Background: an optimization exercise with open tools, aiming at small area, a short achievable clock period and few clock cycles. Do not read the settings as production practice.
Only simulation tests tie the RTL to the original design; equivalence was not proved.

Setup of run A:
## axis_cmult
module axis_cmult
#(
  parameter int IN_WIDTH  = 16,
  parameter int OUT_WIDTH = 16,
  parameter int SHIFT     = 15,
  parameter int ROUND     = 1
) (
  input  logic                     aclk,
  input  logic                     areset,
  input  logic [2*IN_WIDTH-1:0]    s_axis_a_tdata,
  input  logic                     s_axis_a_tvalid,
  output logic                     s_axis_a_tready,
  input  logic                     s_axis_a_tlast,
  input  logic [2*IN_WIDTH-1:0]    s_axis_b_tdata,
  input  logic                     s_axis_b_tvalid,
  output logic                     s_axis_b_tready,
  input  logic                     conj_b,
  output logic [2*OUT_WIDTH-1:0]   m_axis_tdata,
  output logic                     m_axis_tvalid,
  input  logic                     m_axis_tready,
  output logic                     m_axis_tlast,
  output logic                     ovf_sticky,
  input  logic                     ovf_clr
);
make LEC_CHECK=0 CAP_MARGIN=20 CORE_MARGIN=2 CORE_UTILIZATION=40 CTS_BUF_LIST='sky130_fd_sc_hd__clkbuf_4 sky130_fd_sc_hd__clkbuf_8' SETUP_SLACK_MARGIN=4.0 SLEW_MARGIN=20 SYNTH_HIERARCHICAL=1 finish   # period 8.5 ns
run.sh (not shown) runs the stock make flow with config.mk's settings and CLKGATE_MAP_FILE= SYNTH_SCRIPT=/design/flow/synth_recipe.tcl, a recipe that flattens the netlist after the stock synthesis.
Both conditions hold for run A: the flow ran to the end and the final layout passed the timing, design-rule and antenna checks.
Testbench counts of run A, summed over its fixed seeds: cycles 24,024.
Here is what was changed in the inputs of run B compared with run A.
-- flow/config.mk --
<<< run A, line 10
export CORE_UTILIZATION = 40
export CTS_BUF_LIST = sky130_fd_sc_hd__clkbuf_4 sky130_fd_sc_hd__clkbuf_8
export SETUP_SLACK_MARGIN = 4.0
>>> run B, line 10
export CORE_UTILIZATION = 65
export SETUP_SLACK_MARGIN = 4.5
Findings:
Run B vs run A, master of the slowest instance on the critical path: sky130_fd_sc_hd__fa_2 vs sky130_fd_sc_hd__fa_1
Diff run A -> run B | overall via count from detail_route | up by more than 10%
Compared with run A, in run B area growth from synthesis to layout has increased; die area now sits lower; area of all placed cells without fillers increased about 10%.
Run B: transition time at the pin with the least slew margin is 0.10 ns higher than what run A reported.
Run B: done, clean on timing, DRC and antenna
Changes observed in run B relative to run A: die outline width dropped about 20%, clock period minus final worst setup slack down 0.11 ns.
Relative to run A, the sequential share of layout area of run B is lower by 2.0 points.
Of run B and run A, it is run B that has the lower multi-input logic portion of the cell area.
On number of vias per cell after detailed routing: run B sits above run A.
[inputs] run C vs run B
==> flow/flow/run.sh (new file) <==
#!/bin/bash
# Own layout flow: the standard ORFS flow (standard.sh, standard synthesis unchanged)
# with extra ORFS make variables appended to its make command line.
set -euo pipefail
EXTRA=$(cat flow/extra_vars.txt)
sed "s|\"\${@:-finish}\"|$EXTRA \"\${@:-finish}\"|" standard.sh > my_standard.sh
bash my_standard.sh > flow_make.log 2>&1
==> flow/flow/extra_vars.txt (new file) <==
BUFFER_PORTS_ARGS="-buffer_cell sky130_fd_sc_hd__buf_1"
==> flow/standard.sh (new file) <==
#!/bin/bash
# synth_recipe.tcl (not shown) runs the flow's synth.tcl, then flattens the netlist and writes it again
# the make line also repeats each setting of config.mk as NAME=value (left out here)
make -C /OpenROAD-flow-scripts/flow DESIGN_CONFIG=/design/flow/config.mk WORK_HOME=/design/flow/orfs CLKGATE_MAP_FILE= SYNTH_SCRIPT=/design/flow/synth_recipe.tcl "${@:-finish}"
-- flow/config.mk --
<<< run B, line 10
export CORE_UTILIZATION = 65
export SETUP_SLACK_MARGIN = 4.5
>>> run C, line 10
export CORE_UTILIZATION = 40
export SETUP_SLACK_MARGIN = 4.0
removed: flow/run.sh
Results
The start point of the critical path comes out br_two[4]$_DFFE_PN_ in one run and br_neg[3]$_DFFE_PN_ in the other, namely in run B and run C respectively. The lower average vias per placed instance came out of run C. Between run B and run C, the count of vias placed by the detailed router is lower for run C.
Changes in run D relative to run C:
==> flow/run.sh (new file) <==
#!/bin/bash
# synth_recipe.tcl (not shown) runs the flow's synth.tcl, then flattens the netlist and writes it again
# the make line also repeats each setting of config.mk as NAME=value (left out here)
make -C /OpenROAD-flow-scripts/flow DESIGN_CONFIG=/design/flow/config.mk WORK_HOME=/design/flow/orfs CLKGATE_MAP_FILE= SYNTH_SCRIPT=/design/flow/synth_recipe.tcl finish
-- flow/config.mk --
<<< run C, line 11
export SETUP_SLACK_MARGIN = 4.0
>>> run D, line 11
export SETUP_SLACK_MARGIN = 4.5
removed: flow/flow/run.sh
removed: flow/flow/extra_vars.txt
removed: flow/standard.sh
==> run summary <==
Compared run C against run D; required time at the endpoint of the critical path within noise.
Changes observed in run D relative to run C: final clock period utilization by the worst path has decreased, number of buffers outside the clock class in the layout has increased.
Run D vs run C: minimum period implied by the final worst setup slack down in run D

-- afterwards: timing with drivers on the ports --
The flow's constraints put no driver on any port. The routed layouts listed below were extracted and timed again, unchanged, in two steps. Step 1 sets driving cells, clkbuf_16 on the clock port and buf_2 on the other inputs (assumed; they add their load-dependent delay and slew). Step 2 times the ports against the registers' clock, not the clock port: input delays grow and output delays shrink by t, the midpoint of the rising clock arrivals with the driver on. Slacks: ideal / step 1 / step 2; pairs: ideal / step 1.
run	t, ns	setup slack, ns	hold WS [ns]	clock arrival spread, ns
run A	0.708	4.050 / 4.050 / 4.047	0.418 / 0.418 / 0.418	0.041 / 0.041
run B	0.654	4.162 / 4.162 / 4.162	0.418 / 0.418 / 0.418	0.068 / 0.068
run C	0.624	4.113 / 4.113 / 4.113	0.417 / 0.417 / 0.417	0.029 / 0.030
run D	0.619	4.386 / 4.386 / 4.075	0.419 / 0.419 / 0.419	0.024 / 0.023
After both steps setup and hold are still met in every run listed. The setup slack of run D, which loses most, moves by 0.000 ns with the drivers and by -0.311 ns with both steps.
